This design comes from an exercise in tuning for small area, a short achievable clock period and few clock cycles on the open sky130 flow, not from production work. No run shown here included a check of the RTL's function; only the layout flow was run. Power and IR drop assume default switching activity.

==> config.mk <==
export PLATFORM = sky130hd
export DESIGN_NAME = hrlf_top
export DESIGN_NICKNAME = hrlf_top
export VERILOG_FILES = /design/flow/design.v
export SDC_FILE = /design/flow/constraint.sdc
export NUM_CORES = 4
export LEC_CHECK = 0
export CAP_MARGIN = 20
export CORE_MARGIN = 2
export CORE_UTILIZATION = 40
export CTS_BUF_LIST = sky130_fd_sc_hd__clkbuf_4 sky130_fd_sc_hd__clkbuf_8
export SETUP_SLACK_MARGIN = 3
export SLEW_MARGIN = 20
==> constraint.sdc <==
create_clock -name core_clock -period 6.0 [get_ports {clk_i}]
set_input_delay 1.2000 -clock core_clock [delete_from_list [all_inputs] [get_ports {clk_i}]]
set_output_delay 1.2000 -clock core_clock [all_outputs]
set_load 0.01 [all_outputs]
==> design.v <==
`timescale 1ns / 1ps
`default_nettype none
module hrlf_top (
  input  wire        clk_i,
  input  wire        rst_ni,
  input  wire        push,
  input  wire [7:0]  rx_byte,
  input  wire        restart,
  output wire        full,
  output wire        empty,
  input  wire        pop,
  output wire        message_done,
  output wire        length_error,
  output wire [31:0] message_length
);
  localparam logic [119:0] FieldName = "Content-Length:";
  logic        in_v_q;        
  logic [7:0]  b_q;           
  logic        r_q;           
  logic        out_valid_q;   
  logic        out_err_q;     
  logic        err_pend_q;    
  logic        fresh_q;       
  logic        body_q;        
  logic        field_q;       
  logic        dig_q;         
  logic        seen_q;        
  logic [3:0]  nidx_q;        
  logic [1:0]  eidx_q;        
  logic [31:0] cnt_q;         
  logic [31:0] len_q;         
  wire busy   = out_valid_q || err_pend_q;
  wire full_w = in_v_q && busy;
  wire proc   = in_v_q && !busy;
  wire [7:0] b = b_q;
  wire nw      = fresh_q || r_q;
  assign full           = full_w;
  assign empty          = !out_valid_q;
  assign message_done   = !out_err_q;
  assign length_error   = out_err_q;
  assign message_length = cnt_q;
  wire       body  = body_q && !nw;
  wire       field = field_q && !nw;
  wire       seen  = seen_q && !nw;
  wire is_cr  = (b == 8'h0d);
  wire is_lf  = (b == 8'h0a);
  wire is_sp  = (b == 8'h20);
  wire is_dig = (b[7:4] == 4'h3) && (b[3:0] <= 4'd9);
  logic [7:0] nchar;
  always_comb begin
    nchar = FieldName[119 -: 8];
    for (int k = 0; k < 15; k++) begin
      if (nidx_q == 4'(k)) nchar = FieldName[(14-k)*8 +: 8];
    end
  end
  wire       is_c      = (b == FieldName[119 -: 8]);
  wire       name_hit  = (b == nchar) && !nw;
  wire       name_done = name_hit && (nidx_q == 4'd14);
  wire [3:0] nidx_nx   = (name_hit && !name_done) ? nidx_q + 4'd1 : {3'd0, is_c};
  wire       end_hit = eidx_q[0] ? is_lf : is_cr;
  wire [1:0] eidx_nx = (end_hit && !nw) ? eidx_q + 2'd1 : {1'b0, is_cr};
  wire       hdr_end = !nw && !field_q && is_lf && (eidx_q == 2'd3);
  wire ia_1_0 = cnt_q[1] & cnt_q[0];
  wire ia_3_2 = cnt_q[3] & cnt_q[2];
  wire ia_5_4 = cnt_q[5] & cnt_q[4];
  wire ia_7_6 = cnt_q[7] & cnt_q[6];
  wire ia_9_8 = cnt_q[9] & cnt_q[8];
  wire ia_11_10 = cnt_q[11] & cnt_q[10];
  wire ia_13_12 = cnt_q[13] & cnt_q[12];
  wire ia_15_14 = cnt_q[15] & cnt_q[14];
  wire ia_17_16 = cnt_q[17] & cnt_q[16];
  wire ia_19_18 = cnt_q[19] & cnt_q[18];
  wire ia_21_20 = cnt_q[21] & cnt_q[20];
  wire ia_23_22 = cnt_q[23] & cnt_q[22];
  wire ia_25_24 = cnt_q[25] & cnt_q[24];
  wire ia_27_26 = cnt_q[27] & cnt_q[26];
  wire ia_29_28 = cnt_q[29] & cnt_q[28];
  wire ia_31_30 = cnt_q[31] & cnt_q[30];
  wire ia_2_0 = cnt_q[2] & ia_1_0;
  wire ia_3_0 = ia_3_2 & ia_1_0;
  wire ia_6_4 = cnt_q[6] & ia_5_4;
  wire ia_7_4 = ia_7_6 & ia_5_4;
  wire ia_10_8 = cnt_q[10] & ia_9_8;
  wire ia_11_8 = ia_11_10 & ia_9_8;
  wire ia_14_12 = cnt_q[14] & ia_13_12;
  wire ia_15_12 = ia_15_14 & ia_13_12;
  wire ia_18_16 = cnt_q[18] & ia_17_16;
  wire ia_19_16 = ia_19_18 & ia_17_16;
  wire ia_22_20 = cnt_q[22] & ia_21_20;
  wire ia_23_20 = ia_23_22 & ia_21_20;
  wire ia_26_24 = cnt_q[26] & ia_25_24;
  wire ia_27_24 = ia_27_26 & ia_25_24;
  wire ia_30_28 = cnt_q[30] & ia_29_28;
  wire ia_31_28 = ia_31_30 & ia_29_28;
  wire ia_4_0 = cnt_q[4] & ia_3_0;
  wire ia_5_0 = ia_5_4 & ia_3_0;
  wire ia_6_0 = ia_6_4 & ia_3_0;
  wire ia_7_0 = ia_7_4 & ia_3_0;
  wire ia_12_8 = cnt_q[12] & ia_11_8;
  wire ia_13_8 = ia_13_12 & ia_11_8;
  wire ia_14_8 = ia_14_12 & ia_11_8;
  wire ia_15_8 = ia_15_12 & ia_11_8;
  wire ia_20_16 = cnt_q[20] & ia_19_16;
  wire ia_21_16 = ia_21_20 & ia_19_16;
  wire ia_22_16 = ia_22_20 & ia_19_16;
  wire ia_23_16 = ia_23_20 & ia_19_16;
  wire ia_28_24 = cnt_q[28] & ia_27_24;
  wire ia_29_24 = ia_29_28 & ia_27_24;
  wire ia_30_24 = ia_30_28 & ia_27_24;
  wire ia_31_24 = ia_31_28 & ia_27_24;
  wire ia_8_0 = cnt_q[8] & ia_7_0;
  wire ia_9_0 = ia_9_8 & ia_7_0;
  wire ia_10_0 = ia_10_8 & ia_7_0;
  wire ia_11_0 = ia_11_8 & ia_7_0;
  wire ia_12_0 = ia_12_8 & ia_7_0;
  wire ia_13_0 = ia_13_8 & ia_7_0;
  wire ia_14_0 = ia_14_8 & ia_7_0;
  wire ia_15_0 = ia_15_8 & ia_7_0;
  wire ia_24_16 = cnt_q[24] & ia_23_16;
  wire ia_25_16 = ia_25_24 & ia_23_16;
  wire ia_26_16 = ia_26_24 & ia_23_16;
  wire ia_27_16 = ia_27_24 & ia_23_16;
  wire ia_28_16 = ia_28_24 & ia_23_16;
  wire ia_29_16 = ia_29_24 & ia_23_16;
  wire ia_30_16 = ia_30_24 & ia_23_16;
  wire ia_31_16 = ia_31_24 & ia_23_16;
  wire ia_16_0 = cnt_q[16] & ia_15_0;
  wire ia_17_0 = ia_17_16 & ia_15_0;
  wire ia_18_0 = ia_18_16 & ia_15_0;
  wire ia_19_0 = ia_19_16 & ia_15_0;
  wire ia_20_0 = ia_20_16 & ia_15_0;
  wire ia_21_0 = ia_21_16 & ia_15_0;
  wire ia_22_0 = ia_22_16 & ia_15_0;
  wire ia_23_0 = ia_23_16 & ia_15_0;
  wire ia_24_0 = ia_24_16 & ia_15_0;
  wire ia_25_0 = ia_25_16 & ia_15_0;
  wire ia_26_0 = ia_26_16 & ia_15_0;
  wire ia_27_0 = ia_27_16 & ia_15_0;
  wire ia_28_0 = ia_28_16 & ia_15_0;
  wire ia_29_0 = ia_29_16 & ia_15_0;
  wire ia_30_0 = ia_30_16 & ia_15_0;
  wire ia_31_0 = ia_31_16 & ia_15_0;
  wire [31:0] inc_c;
  assign inc_c[0] = proc;
  assign inc_c[1] = proc & cnt_q[0];
  assign inc_c[2] = proc & ia_1_0;
  assign inc_c[3] = proc & ia_2_0;
  assign inc_c[4] = proc & ia_3_0;
  assign inc_c[5] = proc & ia_4_0;
  assign inc_c[6] = proc & ia_5_0;
  assign inc_c[7] = proc & ia_6_0;
  assign inc_c[8] = proc & ia_7_0;
  assign inc_c[9] = proc & ia_8_0;
  assign inc_c[10] = proc & ia_9_0;
  assign inc_c[11] = proc & ia_10_0;
  assign inc_c[12] = proc & ia_11_0;
  assign inc_c[13] = proc & ia_12_0;
  assign inc_c[14] = proc & ia_13_0;
  assign inc_c[15] = proc & ia_14_0;
  assign inc_c[16] = proc & ia_15_0;
  assign inc_c[17] = proc & ia_16_0;
  assign inc_c[18] = proc & ia_17_0;
  assign inc_c[19] = proc & ia_18_0;
  assign inc_c[20] = proc & ia_19_0;
  assign inc_c[21] = proc & ia_20_0;
  assign inc_c[22] = proc & ia_21_0;
  assign inc_c[23] = proc & ia_22_0;
  assign inc_c[24] = proc & ia_23_0;
  assign inc_c[25] = proc & ia_24_0;
  assign inc_c[26] = proc & ia_25_0;
  assign inc_c[27] = proc & ia_26_0;
  assign inc_c[28] = proc & ia_27_0;
  assign inc_c[29] = proc & ia_28_0;
  assign inc_c[30] = proc & ia_29_0;
  assign inc_c[31] = proc & ia_30_0;
  wire [31:0] cnt_inc = cnt_q ^ inc_c;
  wire hmax = ia_31_0 && !nw;
  wire [31:0] len_n = ~len_q;
  wire da_1_0 = len_n[1] & len_n[0];
  wire da_3_2 = len_n[3] & len_n[2];
  wire da_5_4 = len_n[5] & len_n[4];
  wire da_7_6 = len_n[7] & len_n[6];
  wire da_9_8 = len_n[9] & len_n[8];
  wire da_11_10 = len_n[11] & len_n[10];
  wire da_13_12 = len_n[13] & len_n[12];
  wire da_15_14 = len_n[15] & len_n[14];
  wire da_17_16 = len_n[17] & len_n[16];
  wire da_19_18 = len_n[19] & len_n[18];
  wire da_21_20 = len_n[21] & len_n[20];
  wire da_23_22 = len_n[23] & len_n[22];
  wire da_25_24 = len_n[25] & len_n[24];
  wire da_27_26 = len_n[27] & len_n[26];
  wire da_29_28 = len_n[29] & len_n[28];
  wire da_31_30 = len_n[31] & len_n[30];
  wire da_2_0 = len_n[2] & da_1_0;
  wire da_3_0 = da_3_2 & da_1_0;
  wire da_6_4 = len_n[6] & da_5_4;
  wire da_7_4 = da_7_6 & da_5_4;
  wire da_10_8 = len_n[10] & da_9_8;
  wire da_11_8 = da_11_10 & da_9_8;
  wire da_14_12 = len_n[14] & da_13_12;
  wire da_15_12 = da_15_14 & da_13_12;
  wire da_18_16 = len_n[18] & da_17_16;
  wire da_19_16 = da_19_18 & da_17_16;
  wire da_22_20 = len_n[22] & da_21_20;
  wire da_23_20 = da_23_22 & da_21_20;
  wire da_26_24 = len_n[26] & da_25_24;
  wire da_27_24 = da_27_26 & da_25_24;
  wire da_30_28 = len_n[30] & da_29_28;
  wire da_31_28 = da_31_30 & da_29_28;
  wire da_4_0 = len_n[4] & da_3_0;
  wire da_5_0 = da_5_4 & da_3_0;
  wire da_6_0 = da_6_4 & da_3_0;
  wire da_7_0 = da_7_4 & da_3_0;
  wire da_12_8 = len_n[12] & da_11_8;
  wire da_13_8 = da_13_12 & da_11_8;
  wire da_14_8 = da_14_12 & da_11_8;
  wire da_15_8 = da_15_12 & da_11_8;
  wire da_20_16 = len_n[20] & da_19_16;
  wire da_21_16 = da_21_20 & da_19_16;
  wire da_22_16 = da_22_20 & da_19_16;
  wire da_23_16 = da_23_20 & da_19_16;
  wire da_28_24 = len_n[28] & da_27_24;
  wire da_29_24 = da_29_28 & da_27_24;
  wire da_30_24 = da_30_28 & da_27_24;
  wire da_31_24 = da_31_28 & da_27_24;
  wire da_8_0 = len_n[8] & da_7_0;
  wire da_9_0 = da_9_8 & da_7_0;
  wire da_10_0 = da_10_8 & da_7_0;
  wire da_11_0 = da_11_8 & da_7_0;
  wire da_12_0 = da_12_8 & da_7_0;
  wire da_13_0 = da_13_8 & da_7_0;
  wire da_14_0 = da_14_8 & da_7_0;
  wire da_15_0 = da_15_8 & da_7_0;
  wire da_24_16 = len_n[24] & da_23_16;
  wire da_25_16 = da_25_24 & da_23_16;
  wire da_26_16 = da_26_24 & da_23_16;
  wire da_27_16 = da_27_24 & da_23_16;
  wire da_28_16 = da_28_24 & da_23_16;
  wire da_29_16 = da_29_24 & da_23_16;
  wire da_30_16 = da_30_24 & da_23_16;
  wire da_31_16 = da_31_24 & da_23_16;
  wire da_16_0 = len_n[16] & da_15_0;
  wire da_17_0 = da_17_16 & da_15_0;
  wire da_18_0 = da_18_16 & da_15_0;
  wire da_19_0 = da_19_16 & da_15_0;
  wire da_20_0 = da_20_16 & da_15_0;
  wire da_21_0 = da_21_16 & da_15_0;
  wire da_22_0 = da_22_16 & da_15_0;
  wire da_23_0 = da_23_16 & da_15_0;
  wire da_24_0 = da_24_16 & da_15_0;
  wire da_25_0 = da_25_16 & da_15_0;
  wire da_26_0 = da_26_16 & da_15_0;
  wire da_27_0 = da_27_16 & da_15_0;
  wire da_28_0 = da_28_16 & da_15_0;
  wire da_29_0 = da_29_16 & da_15_0;
  wire da_30_0 = da_30_16 & da_15_0;
  wire da_31_0 = da_31_16 & da_15_0;
  wire [31:0] dec_b;
  assign dec_b[0] = 1'b1;
  assign dec_b[1] = len_n[0];
  assign dec_b[2] = da_1_0;
  assign dec_b[3] = da_2_0;
  assign dec_b[4] = da_3_0;
  assign dec_b[5] = da_4_0;
  assign dec_b[6] = da_5_0;
  assign dec_b[7] = da_6_0;
  assign dec_b[8] = da_7_0;
  assign dec_b[9] = da_8_0;
  assign dec_b[10] = da_9_0;
  assign dec_b[11] = da_10_0;
  assign dec_b[12] = da_11_0;
  assign dec_b[13] = da_12_0;
  assign dec_b[14] = da_13_0;
  assign dec_b[15] = da_14_0;
  assign dec_b[16] = da_15_0;
  assign dec_b[17] = da_16_0;
  assign dec_b[18] = da_17_0;
  assign dec_b[19] = da_18_0;
  assign dec_b[20] = da_19_0;
  assign dec_b[21] = da_20_0;
  assign dec_b[22] = da_21_0;
  assign dec_b[23] = da_22_0;
  assign dec_b[24] = da_23_0;
  assign dec_b[25] = da_24_0;
  assign dec_b[26] = da_25_0;
  assign dec_b[27] = da_26_0;
  assign dec_b[28] = da_27_0;
  assign dec_b[29] = da_28_0;
  assign dec_b[30] = da_29_0;
  assign dec_b[31] = da_30_0;
  wire [31:0] dec = len_q ^ dec_b;
  wire lnz = !da_31_0;
  wire len_is1 = len_q[0] && (len_q[31:1] == 31'd0);
  wire [31:0] hl_g0 = cnt_q & len_q;
  wire [31:0] hl_p0 = cnt_q | len_q;
  wire hl_g_31_30 = hl_g0[31] | (hl_p0[31] & hl_g0[30]);
  wire hl_p_31_30 = hl_p0[31] & hl_p0[30];
  wire hl_g_29_28 = hl_g0[29] | (hl_p0[29] & hl_g0[28]);
  wire hl_p_29_28 = hl_p0[29] & hl_p0[28];
  wire hl_g_31_28 = hl_g_31_30 | (hl_p_31_30 & hl_g_29_28);
  wire hl_p_31_28 = hl_p_31_30 & hl_p_29_28;
  wire hl_g_27_26 = hl_g0[27] | (hl_p0[27] & hl_g0[26]);
  wire hl_p_27_26 = hl_p0[27] & hl_p0[26];
  wire hl_g_25_24 = hl_g0[25] | (hl_p0[25] & hl_g0[24]);
  wire hl_p_25_24 = hl_p0[25] & hl_p0[24];
  wire hl_g_27_24 = hl_g_27_26 | (hl_p_27_26 & hl_g_25_24);
  wire hl_p_27_24 = hl_p_27_26 & hl_p_25_24;
  wire hl_g_31_24 = hl_g_31_28 | (hl_p_31_28 & hl_g_27_24);
  wire hl_p_31_24 = hl_p_31_28 & hl_p_27_24;
  wire hl_g_23_22 = hl_g0[23] | (hl_p0[23] & hl_g0[22]);
  wire hl_p_23_22 = hl_p0[23] & hl_p0[22];
  wire hl_g_21_20 = hl_g0[21] | (hl_p0[21] & hl_g0[20]);
  wire hl_p_21_20 = hl_p0[21] & hl_p0[20];
  wire hl_g_23_20 = hl_g_23_22 | (hl_p_23_22 & hl_g_21_20);
  wire hl_p_23_20 = hl_p_23_22 & hl_p_21_20;
  wire hl_g_19_18 = hl_g0[19] | (hl_p0[19] & hl_g0[18]);
  wire hl_p_19_18 = hl_p0[19] & hl_p0[18];
  wire hl_g_17_16 = hl_g0[17] | (hl_p0[17] & hl_g0[16]);
  wire hl_p_17_16 = hl_p0[17] & hl_p0[16];
  wire hl_g_19_16 = hl_g_19_18 | (hl_p_19_18 & hl_g_17_16);
  wire hl_p_19_16 = hl_p_19_18 & hl_p_17_16;
  wire hl_g_23_16 = hl_g_23_20 | (hl_p_23_20 & hl_g_19_16);
  wire hl_p_23_16 = hl_p_23_20 & hl_p_19_16;
  wire hl_g_31_16 = hl_g_31_24 | (hl_p_31_24 & hl_g_23_16);
  wire hl_p_31_16 = hl_p_31_24 & hl_p_23_16;
  wire hl_g_15_14 = hl_g0[15] | (hl_p0[15] & hl_g0[14]);
  wire hl_p_15_14 = hl_p0[15] & hl_p0[14];
  wire hl_g_13_12 = hl_g0[13] | (hl_p0[13] & hl_g0[12]);
  wire hl_p_13_12 = hl_p0[13] & hl_p0[12];
  wire hl_g_15_12 = hl_g_15_14 | (hl_p_15_14 & hl_g_13_12);
  wire hl_p_15_12 = hl_p_15_14 & hl_p_13_12;
  wire hl_g_11_10 = hl_g0[11] | (hl_p0[11] & hl_g0[10]);
  wire hl_p_11_10 = hl_p0[11] & hl_p0[10];
  wire hl_g_9_8 = hl_g0[9] | (hl_p0[9] & hl_g0[8]);
  wire hl_p_9_8 = hl_p0[9] & hl_p0[8];
  wire hl_g_11_8 = hl_g_11_10 | (hl_p_11_10 & hl_g_9_8);
  wire hl_p_11_8 = hl_p_11_10 & hl_p_9_8;
  wire hl_g_15_8 = hl_g_15_12 | (hl_p_15_12 & hl_g_11_8);
  wire hl_p_15_8 = hl_p_15_12 & hl_p_11_8;
  wire hl_g_7_6 = hl_g0[7] | (hl_p0[7] & hl_g0[6]);
  wire hl_p_7_6 = hl_p0[7] & hl_p0[6];
  wire hl_g_5_4 = hl_g0[5] | (hl_p0[5] & hl_g0[4]);
  wire hl_p_5_4 = hl_p0[5] & hl_p0[4];
  wire hl_g_7_4 = hl_g_7_6 | (hl_p_7_6 & hl_g_5_4);
  wire hl_p_7_4 = hl_p_7_6 & hl_p_5_4;
  wire hl_g_3_2 = hl_g0[3] | (hl_p0[3] & hl_g0[2]);
  wire hl_p_3_2 = hl_p0[3] & hl_p0[2];
  wire hl_g_1_0 = hl_g0[1] | (hl_p0[1] & hl_g0[0]);
  wire hl_p_1_0 = hl_p0[1] & hl_p0[0];
  wire hl_g_3_0 = hl_g_3_2 | (hl_p_3_2 & hl_g_1_0);
  wire hl_p_3_0 = hl_p_3_2 & hl_p_1_0;
  wire hl_g_7_0 = hl_g_7_4 | (hl_p_7_4 & hl_g_3_0);
  wire hl_p_7_0 = hl_p_7_4 & hl_p_3_0;
  wire hl_g_15_0 = hl_g_15_8 | (hl_p_15_8 & hl_g_7_0);
  wire hl_p_15_0 = hl_p_15_8 & hl_p_7_0;
  wire hl_g_31_0 = hl_g_31_16 | (hl_p_31_16 & hl_g_15_0);
  wire hl_p_31_0 = hl_p_31_16 & hl_p_15_0;
  wire ovf_hl = hl_g_31_0 | hl_p_31_0;
  wire [2:0]  x10_lo = b[3] ? 3'b111 : b[2:0];
  wire        x10_slot = b[3];
  wire        x10_ci = b[3] && b[0];
  wire [31:0] x10_a  = {len_q[28:0], x10_lo};
  wire [31:0] x10_b  = {len_q[30:0], x10_slot};
  wire [31:0] x10_g0 = x10_a & x10_b;
  wire [31:0] x10_p0 = x10_a ^ x10_b;
  wire xa_g_1_0 = x10_g0[1] | (x10_p0[1] & x10_g0[0]);
  wire xa_p_1_0 = x10_p0[1] & x10_p0[0];
  wire xa_g_3_2 = x10_g0[3] | (x10_p0[3] & x10_g0[2]);
  wire xa_p_3_2 = x10_p0[3] & x10_p0[2];
  wire xa_g_5_4 = x10_g0[5] | (x10_p0[5] & x10_g0[4]);
  wire xa_p_5_4 = x10_p0[5] & x10_p0[4];
  wire xa_g_7_6 = x10_g0[7] | (x10_p0[7] & x10_g0[6]);
  wire xa_p_7_6 = x10_p0[7] & x10_p0[6];
  wire xa_g_9_8 = x10_g0[9] | (x10_p0[9] & x10_g0[8]);
  wire xa_p_9_8 = x10_p0[9] & x10_p0[8];
  wire xa_g_11_10 = x10_g0[11] | (x10_p0[11] & x10_g0[10]);
  wire xa_p_11_10 = x10_p0[11] & x10_p0[10];
  wire xa_g_13_12 = x10_g0[13] | (x10_p0[13] & x10_g0[12]);
  wire xa_p_13_12 = x10_p0[13] & x10_p0[12];
  wire xa_g_15_14 = x10_g0[15] | (x10_p0[15] & x10_g0[14]);
  wire xa_p_15_14 = x10_p0[15] & x10_p0[14];
  wire xa_g_17_16 = x10_g0[17] | (x10_p0[17] & x10_g0[16]);
  wire xa_p_17_16 = x10_p0[17] & x10_p0[16];
  wire xa_g_19_18 = x10_g0[19] | (x10_p0[19] & x10_g0[18]);
  wire xa_p_19_18 = x10_p0[19] & x10_p0[18];
  wire xa_g_21_20 = x10_g0[21] | (x10_p0[21] & x10_g0[20]);
  wire xa_p_21_20 = x10_p0[21] & x10_p0[20];
  wire xa_g_23_22 = x10_g0[23] | (x10_p0[23] & x10_g0[22]);
  wire xa_p_23_22 = x10_p0[23] & x10_p0[22];
  wire xa_g_25_24 = x10_g0[25] | (x10_p0[25] & x10_g0[24]);
  wire xa_p_25_24 = x10_p0[25] & x10_p0[24];
  wire xa_g_27_26 = x10_g0[27] | (x10_p0[27] & x10_g0[26]);
  wire xa_p_27_26 = x10_p0[27] & x10_p0[26];
  wire xa_g_29_28 = x10_g0[29] | (x10_p0[29] & x10_g0[28]);
  wire xa_p_29_28 = x10_p0[29] & x10_p0[28];
  wire xa_g_31_30 = x10_g0[31] | (x10_p0[31] & x10_g0[30]);
  wire xa_p_31_30 = x10_p0[31] & x10_p0[30];
  wire xa_g_2_0 = x10_g0[2] | (x10_p0[2] & xa_g_1_0);
  wire xa_p_2_0 = x10_p0[2] & xa_p_1_0;
  wire xa_g_3_0 = xa_g_3_2 | (xa_p_3_2 & xa_g_1_0);
  wire xa_p_3_0 = xa_p_3_2 & xa_p_1_0;
  wire xa_g_6_4 = x10_g0[6] | (x10_p0[6] & xa_g_5_4);
  wire xa_p_6_4 = x10_p0[6] & xa_p_5_4;
  wire xa_g_7_4 = xa_g_7_6 | (xa_p_7_6 & xa_g_5_4);
  wire xa_p_7_4 = xa_p_7_6 & xa_p_5_4;
  wire xa_g_10_8 = x10_g0[10] | (x10_p0[10] & xa_g_9_8);
  wire xa_p_10_8 = x10_p0[10] & xa_p_9_8;
  wire xa_g_11_8 = xa_g_11_10 | (xa_p_11_10 & xa_g_9_8);
  wire xa_p_11_8 = xa_p_11_10 & xa_p_9_8;
  wire xa_g_14_12 = x10_g0[14] | (x10_p0[14] & xa_g_13_12);
  wire xa_p_14_12 = x10_p0[14] & xa_p_13_12;
  wire xa_g_15_12 = xa_g_15_14 | (xa_p_15_14 & xa_g_13_12);
  wire xa_p_15_12 = xa_p_15_14 & xa_p_13_12;
  wire xa_g_18_16 = x10_g0[18] | (x10_p0[18] & xa_g_17_16);
  wire xa_p_18_16 = x10_p0[18] & xa_p_17_16;
  wire xa_g_19_16 = xa_g_19_18 | (xa_p_19_18 & xa_g_17_16);
  wire xa_p_19_16 = xa_p_19_18 & xa_p_17_16;
  wire xa_g_22_20 = x10_g0[22] | (x10_p0[22] & xa_g_21_20);
  wire xa_p_22_20 = x10_p0[22] & xa_p_21_20;
  wire xa_g_23_20 = xa_g_23_22 | (xa_p_23_22 & xa_g_21_20);
  wire xa_p_23_20 = xa_p_23_22 & xa_p_21_20;
  wire xa_g_26_24 = x10_g0[26] | (x10_p0[26] & xa_g_25_24);
  wire xa_p_26_24 = x10_p0[26] & xa_p_25_24;
  wire xa_g_27_24 = xa_g_27_26 | (xa_p_27_26 & xa_g_25_24);
  wire xa_p_27_24 = xa_p_27_26 & xa_p_25_24;
  wire xa_g_30_28 = x10_g0[30] | (x10_p0[30] & xa_g_29_28);
  wire xa_p_30_28 = x10_p0[30] & xa_p_29_28;
  wire xa_g_31_28 = xa_g_31_30 | (xa_p_31_30 & xa_g_29_28);
  wire xa_p_31_28 = xa_p_31_30 & xa_p_29_28;
  wire xa_g_4_0 = x10_g0[4] | (x10_p0[4] & xa_g_3_0);
  wire xa_p_4_0 = x10_p0[4] & xa_p_3_0;
  wire xa_g_5_0 = xa_g_5_4 | (xa_p_5_4 & xa_g_3_0);
  wire xa_p_5_0 = xa_p_5_4 & xa_p_3_0;
  wire xa_g_6_0 = xa_g_6_4 | (xa_p_6_4 & xa_g_3_0);
  wire xa_p_6_0 = xa_p_6_4 & xa_p_3_0;
  wire xa_g_7_0 = xa_g_7_4 | (xa_p_7_4 & xa_g_3_0);
  wire xa_p_7_0 = xa_p_7_4 & xa_p_3_0;
  wire xa_g_12_8 = x10_g0[12] | (x10_p0[12] & xa_g_11_8);
  wire xa_p_12_8 = x10_p0[12] & xa_p_11_8;
  wire xa_g_13_8 = xa_g_13_12 | (xa_p_13_12 & xa_g_11_8);
  wire xa_p_13_8 = xa_p_13_12 & xa_p_11_8;
  wire xa_g_14_8 = xa_g_14_12 | (xa_p_14_12 & xa_g_11_8);
  wire xa_p_14_8 = xa_p_14_12 & xa_p_11_8;
  wire xa_g_15_8 = xa_g_15_12 | (xa_p_15_12 & xa_g_11_8);
  wire xa_p_15_8 = xa_p_15_12 & xa_p_11_8;
  wire xa_g_20_16 = x10_g0[20] | (x10_p0[20] & xa_g_19_16);
  wire xa_p_20_16 = x10_p0[20] & xa_p_19_16;
  wire xa_g_21_16 = xa_g_21_20 | (xa_p_21_20 & xa_g_19_16);
  wire xa_p_21_16 = xa_p_21_20 & xa_p_19_16;
  wire xa_g_22_16 = xa_g_22_20 | (xa_p_22_20 & xa_g_19_16);
  wire xa_p_22_16 = xa_p_22_20 & xa_p_19_16;
  wire xa_g_23_16 = xa_g_23_20 | (xa_p_23_20 & xa_g_19_16);
  wire xa_p_23_16 = xa_p_23_20 & xa_p_19_16;
  wire xa_g_28_24 = x10_g0[28] | (x10_p0[28] & xa_g_27_24);
  wire xa_p_28_24 = x10_p0[28] & xa_p_27_24;
  wire xa_g_29_24 = xa_g_29_28 | (xa_p_29_28 & xa_g_27_24);
  wire xa_p_29_24 = xa_p_29_28 & xa_p_27_24;
  wire xa_g_30_24 = xa_g_30_28 | (xa_p_30_28 & xa_g_27_24);
  wire xa_p_30_24 = xa_p_30_28 & xa_p_27_24;
  wire xa_g_31_24 = xa_g_31_28 | (xa_p_31_28 & xa_g_27_24);
  wire xa_p_31_24 = xa_p_31_28 & xa_p_27_24;
  wire xa_g_8_0 = x10_g0[8] | (x10_p0[8] & xa_g_7_0);
  wire xa_p_8_0 = x10_p0[8] & xa_p_7_0;
  wire xa_g_9_0 = xa_g_9_8 | (xa_p_9_8 & xa_g_7_0);
  wire xa_p_9_0 = xa_p_9_8 & xa_p_7_0;
  wire xa_g_10_0 = xa_g_10_8 | (xa_p_10_8 & xa_g_7_0);
  wire xa_p_10_0 = xa_p_10_8 & xa_p_7_0;
  wire xa_g_11_0 = xa_g_11_8 | (xa_p_11_8 & xa_g_7_0);
  wire xa_p_11_0 = xa_p_11_8 & xa_p_7_0;
  wire xa_g_12_0 = xa_g_12_8 | (xa_p_12_8 & xa_g_7_0);
  wire xa_p_12_0 = xa_p_12_8 & xa_p_7_0;
  wire xa_g_13_0 = xa_g_13_8 | (xa_p_13_8 & xa_g_7_0);
  wire xa_p_13_0 = xa_p_13_8 & xa_p_7_0;
  wire xa_g_14_0 = xa_g_14_8 | (xa_p_14_8 & xa_g_7_0);
  wire xa_p_14_0 = xa_p_14_8 & xa_p_7_0;
  wire xa_g_15_0 = xa_g_15_8 | (xa_p_15_8 & xa_g_7_0);
  wire xa_p_15_0 = xa_p_15_8 & xa_p_7_0;
  wire xa_g_24_16 = x10_g0[24] | (x10_p0[24] & xa_g_23_16);
  wire xa_p_24_16 = x10_p0[24] & xa_p_23_16;
  wire xa_g_25_16 = xa_g_25_24 | (xa_p_25_24 & xa_g_23_16);
  wire xa_p_25_16 = xa_p_25_24 & xa_p_23_16;
  wire xa_g_26_16 = xa_g_26_24 | (xa_p_26_24 & xa_g_23_16);
  wire xa_p_26_16 = xa_p_26_24 & xa_p_23_16;
  wire xa_g_27_16 = xa_g_27_24 | (xa_p_27_24 & xa_g_23_16);
  wire xa_p_27_16 = xa_p_27_24 & xa_p_23_16;
  wire xa_g_28_16 = xa_g_28_24 | (xa_p_28_24 & xa_g_23_16);
  wire xa_p_28_16 = xa_p_28_24 & xa_p_23_16;
  wire xa_g_29_16 = xa_g_29_24 | (xa_p_29_24 & xa_g_23_16);
  wire xa_p_29_16 = xa_p_29_24 & xa_p_23_16;
  wire xa_g_30_16 = xa_g_30_24 | (xa_p_30_24 & xa_g_23_16);
  wire xa_p_30_16 = xa_p_30_24 & xa_p_23_16;
  wire xa_g_31_16 = xa_g_31_24 | (xa_p_31_24 & xa_g_23_16);
  wire xa_p_31_16 = xa_p_31_24 & xa_p_23_16;
  wire xa_g_16_0 = x10_g0[16] | (x10_p0[16] & xa_g_15_0);
  wire xa_p_16_0 = x10_p0[16] & xa_p_15_0;
  wire xa_g_17_0 = xa_g_17_16 | (xa_p_17_16 & xa_g_15_0);
  wire xa_p_17_0 = xa_p_17_16 & xa_p_15_0;
  wire xa_g_18_0 = xa_g_18_16 | (xa_p_18_16 & xa_g_15_0);
  wire xa_p_18_0 = xa_p_18_16 & xa_p_15_0;
  wire xa_g_19_0 = xa_g_19_16 | (xa_p_19_16 & xa_g_15_0);
  wire xa_p_19_0 = xa_p_19_16 & xa_p_15_0;
  wire xa_g_20_0 = xa_g_20_16 | (xa_p_20_16 & xa_g_15_0);
  wire xa_p_20_0 = xa_p_20_16 & xa_p_15_0;
  wire xa_g_21_0 = xa_g_21_16 | (xa_p_21_16 & xa_g_15_0);
  wire xa_p_21_0 = xa_p_21_16 & xa_p_15_0;
  wire xa_g_22_0 = xa_g_22_16 | (xa_p_22_16 & xa_g_15_0);
  wire xa_p_22_0 = xa_p_22_16 & xa_p_15_0;
  wire xa_g_23_0 = xa_g_23_16 | (xa_p_23_16 & xa_g_15_0);
  wire xa_p_23_0 = xa_p_23_16 & xa_p_15_0;
  wire xa_g_24_0 = xa_g_24_16 | (xa_p_24_16 & xa_g_15_0);
  wire xa_p_24_0 = xa_p_24_16 & xa_p_15_0;
  wire xa_g_25_0 = xa_g_25_16 | (xa_p_25_16 & xa_g_15_0);
  wire xa_p_25_0 = xa_p_25_16 & xa_p_15_0;
  wire xa_g_26_0 = xa_g_26_16 | (xa_p_26_16 & xa_g_15_0);
  wire xa_p_26_0 = xa_p_26_16 & xa_p_15_0;
  wire xa_g_27_0 = xa_g_27_16 | (xa_p_27_16 & xa_g_15_0);
  wire xa_p_27_0 = xa_p_27_16 & xa_p_15_0;
  wire xa_g_28_0 = xa_g_28_16 | (xa_p_28_16 & xa_g_15_0);
  wire xa_p_28_0 = xa_p_28_16 & xa_p_15_0;
  wire xa_g_29_0 = xa_g_29_16 | (xa_p_29_16 & xa_g_15_0);
  wire xa_p_29_0 = xa_p_29_16 & xa_p_15_0;
  wire xa_g_30_0 = xa_g_30_16 | (xa_p_30_16 & xa_g_15_0);
  wire xa_p_30_0 = xa_p_30_16 & xa_p_15_0;
  wire xa_g_31_0 = xa_g_31_16 | (xa_p_31_16 & xa_g_15_0);
  wire xa_p_31_0 = xa_p_31_16 & xa_p_15_0;
  wire [31:0] x10_c;
  assign x10_c[0] = x10_ci;
  assign x10_c[1] = x10_g0[0] | (x10_p0[0] & x10_ci);
  assign x10_c[2] = xa_g_1_0 | (xa_p_1_0 & x10_ci);
  assign x10_c[3] = xa_g_2_0 | (xa_p_2_0 & x10_ci);
  assign x10_c[4] = xa_g_3_0 | (xa_p_3_0 & x10_ci);
  assign x10_c[5] = xa_g_4_0 | (xa_p_4_0 & x10_ci);
  assign x10_c[6] = xa_g_5_0 | (xa_p_5_0 & x10_ci);
  assign x10_c[7] = xa_g_6_0 | (xa_p_6_0 & x10_ci);
  assign x10_c[8] = xa_g_7_0 | (xa_p_7_0 & x10_ci);
  assign x10_c[9] = xa_g_8_0 | (xa_p_8_0 & x10_ci);
  assign x10_c[10] = xa_g_9_0 | (xa_p_9_0 & x10_ci);
  assign x10_c[11] = xa_g_10_0 | (xa_p_10_0 & x10_ci);
  assign x10_c[12] = xa_g_11_0 | (xa_p_11_0 & x10_ci);
  assign x10_c[13] = xa_g_12_0 | (xa_p_12_0 & x10_ci);
  assign x10_c[14] = xa_g_13_0 | (xa_p_13_0 & x10_ci);
  assign x10_c[15] = xa_g_14_0 | (xa_p_14_0 & x10_ci);
  assign x10_c[16] = xa_g_15_0 | (xa_p_15_0 & x10_ci);
  assign x10_c[17] = xa_g_16_0 | (xa_p_16_0 & x10_ci);
  assign x10_c[18] = xa_g_17_0 | (xa_p_17_0 & x10_ci);
  assign x10_c[19] = xa_g_18_0 | (xa_p_18_0 & x10_ci);
  assign x10_c[20] = xa_g_19_0 | (xa_p_19_0 & x10_ci);
  assign x10_c[21] = xa_g_20_0 | (xa_p_20_0 & x10_ci);
  assign x10_c[22] = xa_g_21_0 | (xa_p_21_0 & x10_ci);
  assign x10_c[23] = xa_g_22_0 | (xa_p_22_0 & x10_ci);
  assign x10_c[24] = xa_g_23_0 | (xa_p_23_0 & x10_ci);
  assign x10_c[25] = xa_g_24_0 | (xa_p_24_0 & x10_ci);
  assign x10_c[26] = xa_g_25_0 | (xa_p_25_0 & x10_ci);
  assign x10_c[27] = xa_g_26_0 | (xa_p_26_0 & x10_ci);
  assign x10_c[28] = xa_g_27_0 | (xa_p_27_0 & x10_ci);
  assign x10_c[29] = xa_g_28_0 | (xa_p_28_0 & x10_ci);
  assign x10_c[30] = xa_g_29_0 | (xa_p_29_0 & x10_ci);
  assign x10_c[31] = xa_g_30_0 | (xa_p_30_0 & x10_ci);
  wire [31:0] x10 = x10_p0 ^ x10_c;
  wire ovf10 = (|len_q[31:29]) || xa_g_31_0 || (xa_p_31_0 && x10_ci);
  wire f_ok  = is_cr || (!dig_q && is_sp) || (is_dig && !ovf10);
  wire err   = !body && (hmax || (field && !f_ok) || (hdr_end && seen && lnz && ovf_hl));
  wire done  = body ? len_is1 : (!hmax && hdr_end && !(seen && lnz));
  wire emit  = proc && (err || done);
  wire emit_done = proc && done;
  wire to_body  = !body && hdr_end && seen && lnz;
  wire to_field = !body && !field && !seen && name_done;
  always_ff @(posedge clk_i or negedge rst_ni) begin
    if (!rst_ni) begin
      in_v_q      <= 1'b0;
      out_valid_q <= 1'b0;
      err_pend_q  <= 1'b0;
      fresh_q     <= 1'b1;
    end else begin
      if (!full_w) begin
        in_v_q <= push;
      end
      err_pend_q <= proc && err;
      if (emit_done || err_pend_q) begin
        out_valid_q <= 1'b1;
      end else if (pop) begin
        out_valid_q <= 1'b0;
      end
      if (proc) begin
        fresh_q <= emit;
      end
    end
  end
  always_ff @(posedge clk_i) begin
    if (!full_w) begin
      b_q <= rx_byte;
      r_q <= restart;
    end
    if (emit_done || err_pend_q) begin
      out_err_q <= err_pend_q;
    end
    if (err_pend_q) begin
      cnt_q <= 32'd0;
    end else if (proc && nw) begin
      cnt_q <= 32'd1;
    end else begin
      cnt_q <= cnt_inc;
    end
    if (proc) begin
      body_q  <= body || to_body;
      field_q <= field ? !is_cr : to_field;
      dig_q   <= field && (dig_q || is_dig);
      seen_q  <= seen || (field && is_cr);
      nidx_q  <= nidx_nx;
      eidx_q  <= eidx_nx;
      if (body) begin
        len_q <= dec;
      end else if (field) begin
        if (is_dig) begin
          len_q <= x10;
        end
      end else if (!seen) begin
        len_q <= 32'd0;
      end
    end
  end
endmodule
`default_nettype wire
==> flow/run.sh <==
#!/bin/bash
# layout flow: the standard flow, with plain buffers on the ports
# (the standard flow's port buffers are 0.5 ns delay cells)
set -euo pipefail
bash standard.sh synth > synth.log 2>&1
bash standard.sh BUFFER_PORTS_ARGS="-buffer_cell sky130_fd_sc_hd__buf_1" RECOVER_POWER=100 finish > layout.log 2>&1
==> standard.sh <==
#!/bin/bash
# synth_recipe.tcl (not shown) runs the flow's synth.tcl, then flattens the netlist and writes it again
# the make line also repeats each setting of config.mk as NAME=value (left out here)
make -C /OpenROAD-flow-scripts/flow DESIGN_CONFIG=/design/flow/config.mk WORK_HOME=/design/flow/orfs CLKGATE_MAP_FILE= SYNTH_SCRIPT=/design/flow/synth_recipe.tcl "${@:-finish}"
==> impl_metrics.py, run 1 <==
metrics = {
    "clock_tree": {
        "clock_sinks": 88,
        "clk_pin_slew_ps": 90,
        "htree_levels": 3,
        "cts_tree": "yes",
        "cts_hold_buf": 0,
        "cts_buffers": 9,
        "cts_root_buf": "clkbuf_8",
        "max-clock-path-buffers": 2,
        "clk_latency_ps": 380,
    },
    "worst_setup_path": {
        "crit_fanout": 32,
        "worstRegToRegCells": 5,
        "worstSetupPathType": "reg -> reg",
        "end_kind": "flop",
        "start_kind": "flop",
        "max_stage_delay_ps": 1430,
        "critPathSlowestCell": "clkbuf_1",
        "worstPathCellList": "nor3b_1 > and3_1 > a2111oi_0 > nor2_2 > clkbuf_1",
        "reg2reg_to": "len_q[11]",
        "r2r_slack_ps": 2830,
        "cp.required_ps": 5970,
        "cp_data_arrival_time_ps": 3140,
        "r2r_start": "b_q[6]",
    },
    "logic_synthesis": {
        "synth_fp_nets": 764,
        "netlist_top_cells_area": "edfxtp_1, dfxtp_1, ha_1, xnor2_1, nor2_1",
        "syn_avg_cell_area_um2": 8.89,
        "synth-adder-area-share_pct": 8.71,
        "synth_compound_area_share_pct": 18.9,
        "ys_types": 69,
        "syn_area_um2": 6290,
        "synthMuxAreaShare_pct": 0.477,
        "synthXorXnorAreaFrac_pct": 11.8,
        "ys_async_sr_fraction_pct": 4.55,
        "yosysTopAreaCellShare_pct": 24.8,
        "synth_top_area_cell": "edfxtp_1",
        "synth_top_family_by_area": "simple AND/OR/NAND/NOR gates",
        "synth_warnings": 1,
        "synth_edf_count": 52,
        "seq_area_frac_synth_pct": 36.6,
        "synth_simple_gate_area_share_pct": 19.9,
        "ys_ff_latch": 88,
        "syn_inst": 708,
        "synthFlopType": "edfxtp_1",
    },
    "floorplanning": {
        "fp.dieH_um": 129,
        "start_util_pct": 41.1,
        "rows": 45,
        "die_w_um": 129,
        "io_pins": 49,
        "core_um2": 15300,
        "die_area_um2": 16800,
    },
    "detailed_routing": {
        "drc": 0,
        "post_drt_wl_per_cell_um": 15.8,
        "wl_met2_um": 7420,
        "route.met3.wl_um": 554,
        "antenna_left": 0,
        "routed.top_layer": "met4",
        "wl_met1_um": 7130,
        "first_pass_iters": 5,
        "drtIter0Drc": 370,
        "via_per_inst": 5.61,
        "wirelength_um": 15300,
        "vias": 5451,
    },
    "timing": {
        "tightest_slew_ps": 1990,
        "fin_crit_ps": 3170,
        "slew_headroom_pct": -32.7,
        "slew_violations": 66,
        "clock_skew_ps": 13.3,
        "finalCritPeriodShare_pct": 52.8,
        "finalSetupTns_ps": 0,
        "finalWorstSetupSlack_ps": 2830,
        "hold_viol": 0,
        "rsz0062_at_grt": "no",
        "fmax_ghz": 0.315,
        "setup_viol": 0,
    },
    "power_and_ir_drop": {
        "comb_power_share_pct": 55.0,
        "switching_share_pct": 45.2,
        "p_leak_nw": 2.54,
        "power_frac_seq_pct": 31.6,
        "peakVddDrop_uv": 328,
        "power.density_cell_area_nw_per_um2": 552,
        "p_sw_mw": 1.74,
        "internal_power_mw": 2.12,
        "p_clk_share_pct": 13.4,
    },
    "grt": {
        "grt_usage_pct": 18.7,
        "grt_max_degree": 33,
        "grt_pass1_vias": 5074,
        "gr-total-overflow": 0,
        "antenna_found_initial": 0,
        "grt_pass1_wl_um": 24900,
    },
    "cells_and_area": {
        "drive_above_1_share_pct": 7.23,
        "diodes": 0,
        "syn_to_final_growth_pct": 11.2,
        "nets": 812,
    },
    "placement": {
        "dp.final_hpwl_um": 11100,
        "finalWeightedCongestion": 0.887,
        "io_buffers": 48,
        "place_ws_ps": 3020,
    },
    "job": {
        "drv_cap": 2,
    },
    "min_path": {
        "min_to": "cnt_q[20]",
        "hold_path_class": "reg -> reg",
        "hp-start": "cnt_q[20]",
        "hold_path_depth": 2,
    },
    "status": {
        "status": "finished with violations",
        "failed_checks": "capacitance limit, slew limit",
    },
}
-- through the flow --
step	power, mW	utilization (%)	std cells	hold WS [ps]	area (um^2)
after floorplan	2.79	-	708	478	6290
after CTS	3.78	44.9	958	568	6880
after global placement	3.18	43.3	942	523	6640
final	3.86	45.7	972	568	7000
after global routing	4.18	45.7	972	604	7000
after detailed placement	3.24	43.3	942	555	6640
-- worst max-delay path by stage --
stage               startpoint        end  slack, ps
floorplan               b_q[6]   len_q[0]       3240
global placement           r_q  out_err_q       3050
detailed placement         r_q  out_err_q       3020
CTS                   len_q[0]  out_err_q       3010
global route            b_q[6]  len_q[11]       2500
finish                  b_q[6]  len_q[11]       2830
-- cell usage in the layout, fill, tap and decap left out, types with 13 or more instances in the layout --
cell type,synthesis,final
a21oi_1,33,32
buf_1,0,47
buf_4,1,13
dfxtp_1,32,32
edfxtp_1,52,52
ha_1,43,42
inv_1,27,27
nand2_1,53,52
nand3_1,18,17
nand4_1,15,15
nor2_1,90,88
nor3_1,24,24
o21ai_0,26,28
o22ai_1,35,35
xnor2_1,52,52
xor2_1,33,33
-- worst max-delay path, delay by kind of cell, from the launching register on --
family	cells	cell delay (ps)
buffers and inverters	1	1430
AND/OR/NAND/NOR	3	700
flip-flops	1	490
AO/OA/AOI/OAI	1	150
-- routing by layer --
metal / GRT usage, % / up-vias
met5: 0 / -
met2: 31.8 / 123
li1: - / 2724
met3: 3.06 / 18
met4: 6.20 / 0
met1: 24.3 / 2586
-- registers in the layout (all words and copies together) (netlist names) --
| register | cells |
|---|---|
| b_q | 8 |
| body_q | 1 |
| cnt_q | 32 |
| dig_q | 1 |
| eidx_q | 2 |
| err_pend_q | 1 |
| field_q | 1 |
| fresh_q | 1 |
| in_v_q | 1 |
| len_q | 32 |
| nidx_q | 4 |
| out_err_q | 1 |
| out_valid_q | 1 |
| r_q | 1 |
| seen_q | 1 |
-- final cells by class --
| cell class | count | area [um^2] |
|---|---|---|
| flip-flops and latches | 88 | 2300 |
| multi-input cells | 566 | 3790 |
| inverters | 27 | 101 |
| clock inverters | 6 | 114 |
| clock buffers | 10 | 131 |
| repair buffers | 64 | 289 |
| fillers | 1517 | 8320 |
| well taps | 211 | 264 |
-- power groups by stage --
| stage | Clock (mW) | Sequential, mW | Combinational (mW) |
|---|---|---|---|
| final | 0.515 | 1.22 | 2.12 |
| after global routing | 0.550 | 1.26 | 2.37 |
| after CTS | 0.533 | 1.23 | 2.02 |
| after detailed placement | 0 | 1.24 | 2.00 |
| after global placement | 0 | 1.23 | 1.95 |
| after floorplan | 0 | 1.12 | 1.67 |
-- kinds of logic (layout without fill, tap and decap cells) --
kind of cell	Yosys count	after routing
AND/OR/NAND/NOR	255	255
AO/OA/AOI/OAI	179	179
flip-flops	88	88
XOR/XNOR	85	85
buffers and inverters	54	107
adder cells (fa/ha/maj)	44	44
multiplexers	3	3
-- cell usage after synthesis, types with 5 or more instances --
master,number
nor2_1,90
nand2_1,53
edfxtp_1,52
xnor2_1,52
ha_1,43
o22ai_1,35
a21oi_1,33
xor2_1,33
dfxtp_1,32
inv_1,27
o21ai_0,26
nor3_1,24
clkbuf_1,18
nand3_1,18
nand4_1,15
o21a_1,12
a21o_1,9
a22oi_1,8
nor4_1,8
a211oi_1,7
buf_2,7
and3_1,6
o21bai_1,6
or2_2,6
or3_1,6
a31oi_1,5
o221ai_1,5
-- timing repair --
| item | in CTS | in global routing |
|---|---|---|
| pin swaps | 0 | 1 |
| setup buffers | 0 | 14 |
| gates resized for setup | 1 | 11 |
| setup endpoints to repair | 1 | 17 |
==> inputs of run 2 (changes only) <==
--- a/design.v
+++ b/design.v
@@ -192,70 +192,47 @@
   wire da_27_26 = len_n[27] & len_n[26];
   wire da_29_28 = len_n[29] & len_n[28];
   wire da_31_30 = len_n[31] & len_n[30];
-  wire da_2_0 = len_n[2] & da_1_0;
   wire da_3_0 = da_3_2 & da_1_0;
-  wire da_6_4 = len_n[6] & da_5_4;
   wire da_7_4 = da_7_6 & da_5_4;
-  wire da_10_8 = len_n[10] & da_9_8;
   wire da_11_8 = da_11_10 & da_9_8;
-  wire da_14_12 = len_n[14] & da_13_12;
   wire da_15_12 = da_15_14 & da_13_12;
-  wire da_18_16 = len_n[18] & da_17_16;
   wire da_19_16 = da_19_18 & da_17_16;
-  wire da_22_20 = len_n[22] & da_21_20;
   wire da_23_20 = da_23_22 & da_21_20;
-  wire da_26_24 = len_n[26] & da_25_24;
   wire da_27_24 = da_27_26 & da_25_24;
-  wire da_30_28 = len_n[30] & da_29_28;
   wire da_31_28 = da_31_30 & da_29_28;
-  wire da_4_0 = len_n[4] & da_3_0;
-  wire da_5_0 = da_5_4 & da_3_0;
-  wire da_6_0 = da_6_4 & da_3_0;
   wire da_7_0 = da_7_4 & da_3_0;
-  wire da_12_8 = len_n[12] & da_11_8;
-  wire da_13_8 = da_13_12 & da_11_8;
-  wire da_14_8 = da_14_12 & da_11_8;
   wire da_15_8 = da_15_12 & da_11_8;
-  wire da_20_16 = len_n[20] & da_19_16;
-  wire da_21_16 = da_21_20 & da_19_16;
-  wire da_22_16 = da_22_20 & da_19_16;
   wire da_23_16 = da_23_20 & da_19_16;
-  wire da_28_24 = len_n[28] & da_27_24;
-  wire da_29_24 = da_29_28 & da_27_24;
-  wire da_30_24 = da_30_28 & da_27_24;
   wire da_31_24 = da_31_28 & da_27_24;
-  wire da_8_0 = len_n[8] & da_7_0;
-  wire da_9_0 = da_9_8 & da_7_0;
-  wire da_10_0 = da_10_8 & da_7_0;
-  wire da_11_0 = da_11_8 & da_7_0;
-  wire da_12_0 = da_12_8 & da_7_0;
-  wire da_13_0 = da_13_8 & da_7_0;
-  wire da_14_0 = da_14_8 & da_7_0;
   wire da_15_0 = da_15_8 & da_7_0;
-  wire da_24_16 = len_n[24] & da_23_16;
-  wire da_25_16 = da_25_24 & da_23_16;
-  wire da_26_16 = da_26_24 & da_23_16;
-  wire da_27_16 = da_27_24 & da_23_16;
-  wire da_28_16 = da_28_24 & da_23_16;
-  wire da_29_16 = da_29_24 & da_23_16;
-  wire da_30_16 = da_30_24 & da_23_16;
   wire da_31_16 = da_31_24 & da_23_16;
-  wire da_16_0 = len_n[16] & da_15_0;
-  wire da_17_0 = da_17_16 & da_15_0;
-  wire da_18_0 = da_18_16 & da_15_0;
-  wire da_19_0 = da_19_16 & da_15_0;
-  wire da_20_0 = da_20_16 & da_15_0;
-  wire da_21_0 = da_21_16 & da_15_0;
-  wire da_22_0 = da_22_16 & da_15_0;
-  wire da_23_0 = da_23_16 & da_15_0;
-  wire da_24_0 = da_24_16 & da_15_0;
-  wire da_25_0 = da_25_16 & da_15_0;
-  wire da_26_0 = da_26_16 & da_15_0;
-  wire da_27_0 = da_27_16 & da_15_0;
-  wire da_28_0 = da_28_16 & da_15_0;
-  wire da_29_0 = da_29_16 & da_15_0;
-  wire da_30_0 = da_30_16 & da_15_0;
   wire da_31_0 = da_31_16 & da_15_0;
+  wire da_23_0 = da_23_16 & da_15_0;
+  wire da_11_0 = da_11_8 & da_7_0;
+  wire da_19_0 = da_19_16 & da_15_0;
+  wire da_27_0 = da_27_24 & da_23_0;
+  wire da_5_0 = da_5_4 & da_3_0;
+  wire da_9_0 = da_9_8 & da_7_0;
+  wire da_13_0 = da_13_12 & da_11_0;
+  wire da_17_0 = da_17_16 & da_15_0;
+  wire da_21_0 = da_21_20 & da_19_0;
+  wire da_25_0 = da_25_24 & da_23_0;
+  wire da_29_0 = da_29_28 & da_27_0;
+  wire da_2_0 = len_n[2] & da_1_0;
+  wire da_4_0 = len_n[4] & da_3_0;
+  wire da_6_0 = len_n[6] & da_5_0;
+  wire da_8_0 = len_n[8] & da_7_0;
+  wire da_10_0 = len_n[10] & da_9_0;
+  wire da_12_0 = len_n[12] & da_11_0;
+  wire da_14_0 = len_n[14] & da_13_0;
+  wire da_16_0 = len_n[16] & da_15_0;
+  wire da_18_0 = len_n[18] & da_17_0;
+  wire da_20_0 = len_n[20] & da_19_0;
+  wire da_22_0 = len_n[22] & da_21_0;
+  wire da_24_0 = len_n[24] & da_23_0;
+  wire da_26_0 = len_n[26] & da_25_0;
+  wire da_28_0 = len_n[28] & da_27_0;
+  wire da_30_0 = len_n[30] & da_29_0;
   wire [31:0] dec_b;
   assign dec_b[0] = 1'b1;
   assign dec_b[1] = len_n[0];
==> flow/run.sh (replaced) <==
#!/bin/bash
# layout flow: the standard flow, with plain buffers on the ports
# (the standard flow's port buffers are 0.5 ns delay cells)
set -euo pipefail
bash standard.sh synth > synth.log 2>&1
bash standard.sh BUFFER_PORTS_ARGS="-buffer_cell sky130_fd_sc_hd__buf_1" finish > layout.log 2>&1
--- a/config.mk
+++ b/config.mk
@@ -7,7 +7,7 @@
 export LEC_CHECK = 0
 export CAP_MARGIN = 20
 export CORE_MARGIN = 2
-export CORE_UTILIZATION = 40
+export CORE_UTILIZATION = 60
 export CTS_BUF_LIST = sky130_fd_sc_hd__clkbuf_4 sky130_fd_sc_hd__clkbuf_8
 export SETUP_SLACK_MARGIN = 3
 export SLEW_MARGIN = 20
==> run 2 against run 1 <==
Net effect: now clean on timing, DRC and antenna; combinational power grew 3%; flip-flop and latch count is the same; synthesized cell count shrank 3.0%; hold slack lost 71 ps; critical endpoint is now len_q[29]; final area shrank 1.3%.
==> impl_metrics.py, run 2 <==
metrics = {
    "status": {
        "status": "no timing/DRC/antenna violations",
    },
    "power_and_ir_drop": {
        "power_frac_seq_pct": 32.2,
        "total_power_mw": 3.92,
        "internal_power_mw": 2.12,
        "peakVddDrop_uv": 340,
        "power.density_cell_area_nw_per_um2": 567,
        "p_clk_share_pct": 12.1,
        "p_leak_nw": 2.69,
        "comb_power_share_pct": 55.6,
        "p_sw_mw": 1.79,
        "switching_share_pct": 45.8,
    },
    "detailed_routing": {
        "post_drt_wl_per_cell_um": 17.3,
        "wirelength_um": 15300,
        "drc": 0,
        "first_pass_iters": 5,
        "vias": 5446,
        "via_per_inst": 6.17,
        "drtIter0Drc": 462,
        "antenna_left": 0,
    },
    "cells_and_area": {
        "mostFrequentLayoutCells": "nor2_1, edfxtp_1, ha_1",
        "syn_to_final_growth_pct": 11.0,
        "nets": 809,
        "drive_above_1_share_pct": 8.17,
        "final_common_cell": "nor2_1",
        "regArea_um2": 2300,
        "reg_top3": "cnt_q: 32 flops, len_q: 32 flops, b_q: 8 flops",
        "fin_area_um2": 6910,
        "num-fill-cells": 876,
        "diodes": 0,
        "multi_input_area_um2": 3750,
    },
    "worst_setup_path": {
        "cp.required_ps": 6100,
        "crit_fanout": 6,
        "worstSetupPathType": "reg -> reg",
        "cp_data_arrival_time_ps": 3000,
        "start_kind": "flop",
        "end_kind": "flop",
    },
    "logic_synthesis": {
        "synthMuxAreaShare_pct": 0.161,
        "syn_avg_cell_area_um2": 9.06,
        "synth_fp_nets": 754,
        "synth_top_family_by_area": "simple AND/OR/NAND/NOR gates",
        "ys_async_sr_fraction_pct": 4.55,
        "ys_ff_latch": 88,
        "synth_top_area_cell": "edfxtp_1",
        "synth_simple_gate_area_share_pct": 19.9,
        "ys_types": 70,
        "seq_area_frac_synth_pct": 37.0,
        "synth_warnings": 1,
        "syn_inst": 687,
        "yosysMostFrequentCell": "nor2_1",
        "synthFlopType": "edfxtp_1",
        "synthTopCellsByCount": "nor2_1, ha_1, edfxtp_1",
        "synthXorXnorAreaFrac_pct": 10.7,
        "synth-adder-area-share_pct": 11.0,
        "synth_edf_count": 52,
        "netlist_top_cells_area": "edfxtp_1, ha_1, dfxtp_1, xnor2_1, nor2_1",
        "yosysTopAreaCellShare_pct": 25.1,
        "syn_area_um2": 6230,
        "synth_compound_area_share_pct": 17.4,
    },
    "clock_tree": {
        "clk_latency_ps": 380,
        "htree_levels": 3,
        "cts_tree": "yes",
        "max-clock-path-buffers": 2,
        "cts_root_buf": "clkbuf_8",
        "cts_buffers": 9,
        "clk_pin_slew_ps": 90,
        "clock_sinks": 88,
        "cts_hold_buf": 0,
    },
    "timing": {
        "fin_crit_ps": 2910,
        "rsz0062_at_grt": "no",
        "fmax_ghz": 0.344,
        "tightest_slew_ps": 780,
        "whs_ps": 496,
        "setup_viol": 0,
        "clock_skew_ps": 10.1,
        "slew_violations": 0,
        "slew_headroom_pct": 47.8,
        "finalCritPeriodShare_pct": 48.5,
        "hold_viol": 0,
        "finalSetupTns_ps": 0,
    },
    "job": {
        "drv_cap": 0,
    },
    "grt": {
        "grt_pass1_wl_um": 25300,
        "gr-total-overflow": 0,
        "grt_usage_pct": 28.5,
        "grt_max_degree": 35,
        "grt_pass1_vias": 4974,
        "antenna_found_initial": 0,
    },
    "floorplanning": {
        "fp.dieH_um": 106,
        "core_um2": 10200,
        "die_area_um2": 11200,
        "rows": 37,
        "io_pins": 49,
        "start_util_pct": 61.1,
        "die_w_um": 106,
    },
    "placement": {
        "dp.final_hpwl_um": 11300,
        "finalWeightedCongestion": 0.903,
        "place_area_um2": 6530,
        "io_buffers": 48,
    },
    "min_path": {
        "hold_path_class": "reg -> reg",
    },
}
run 2: cell type report:
cell class,instances,share of cell area [%]
multi-input cells,537,54.3
flip-flops and latches,88,33.3
repair buffers,64,4.35
inverters,42,2.28
well taps,136,2.46
clock inverters,5,1.16
clock buffers,11,2.10
run 2: path summary, 6_finish.rpt:
kind / start / to / slack, ps / depth (start not counted)
min: fresh_q / fresh_q / 500 / 2
max in group asynchronous: rst_ni / fresh_q / 5120 / 1
min reg2reg: fresh_q / fresh_q / 500 / 2
max: len_q[17] / len_q[29] / 3090 / 10
max reg2reg: len_q[17] / len_q[29] / 3090 / 10
min in group asynchronous: rst_ni / out_valid_q / 630 / 1
run 2: timing repair:
item                                    4_1_cts  5_1_grt
setup buffers                                 0       13
gates resized for setup                       0       10
endpoints found under the setup margin        0       10
hold endpoints to repair                      0        0
run 2: power by group through the flow:
| stage | Clock (mW) | Combinational, mW | Sequential [mW] |
|---|---|---|---|
| finish | 0.475 | 2.18 | 1.26 |
| global route | 0.505 | 2.45 | 1.30 |
| detailed placement | 0 | 2.02 | 1.27 |
| global placement | 0 | 1.97 | 1.26 |
| CTS | 0.484 | 2.03 | 1.26 |
| floorplan | 0 | 1.65 | 1.16 |
run 2: through the flow:
stage               setup WS [ps]  cells  utilization [%]
finish                       3090    883             67.8
global route                 3010    883             67.8
detailed placement           3040    854             64.1
CTS                          3020    870             66.3
floorplan                    3280    687                -
global placement             3120    854             64.1
run 2: cells by family after synthesis:
group | Yosys count
flops | 88
fa+ha+maj | 55
mux | 1
simple gates | 245
compound gates | 160
buf+inv | 62
xor+xnor | 76
run 2: layer usage:
| layer | global-route usage [%] | vias up | wire length [um] |
|---|---|---|---|
| met1 | 42.5 | 2576 | 7240 |
| met5 | 0 | - | 0 |
| li1 | - | 2660 | - |
| met2 | 42.6 | 196 | 6800 |
| met4 | 8.08 | 0 | 197 |
| met3 | 4.76 | 14 | 1020 |
run 2: critical path: stages (launching register included):
cell	delay, ps
edfxtp_1	540
ha_1	380
and4_1	220
and4_1	220
and3_1	150
o211ai_1	130
a21oi_1	120
or3_4	390
a21oi_1	190
xor2_1	180
o22ai_1	90

[port drivers added, routing unchanged]
The results above use ideal ports. As a check the final layouts listed here were re-extracted and re-timed, cells and wires unchanged.
Step 1, drivers: a clkbuf_16 drives clk_i and a buf_2 each remaining input, both assumed.
Step 2 moves the port delays by t, midway between the first and last clock arrival at a register: inputs arrive t later, outputs are due t later. That takes back most of the time a late clock gives input paths.
Three values: no drivers, after step 1, after step 2; two values: the first two.
| run | shift t [ns] | setup slack, ns | clock arrival spread, ns | worst register clock-pin slew, ns | pins driven straight from the clock port |
|---|---|---|---|---|---|
| run 1 | 0.414 | 2.830 / 2.830 / 2.830 | 0.014 / 0.014 | 0.10 / 0.10 | 1 |
| run 2 | 0.413 | 3.093 / 3.093 / 3.093 | 0.010 / 0.010 | 0.09 / 0.09 | 1 |
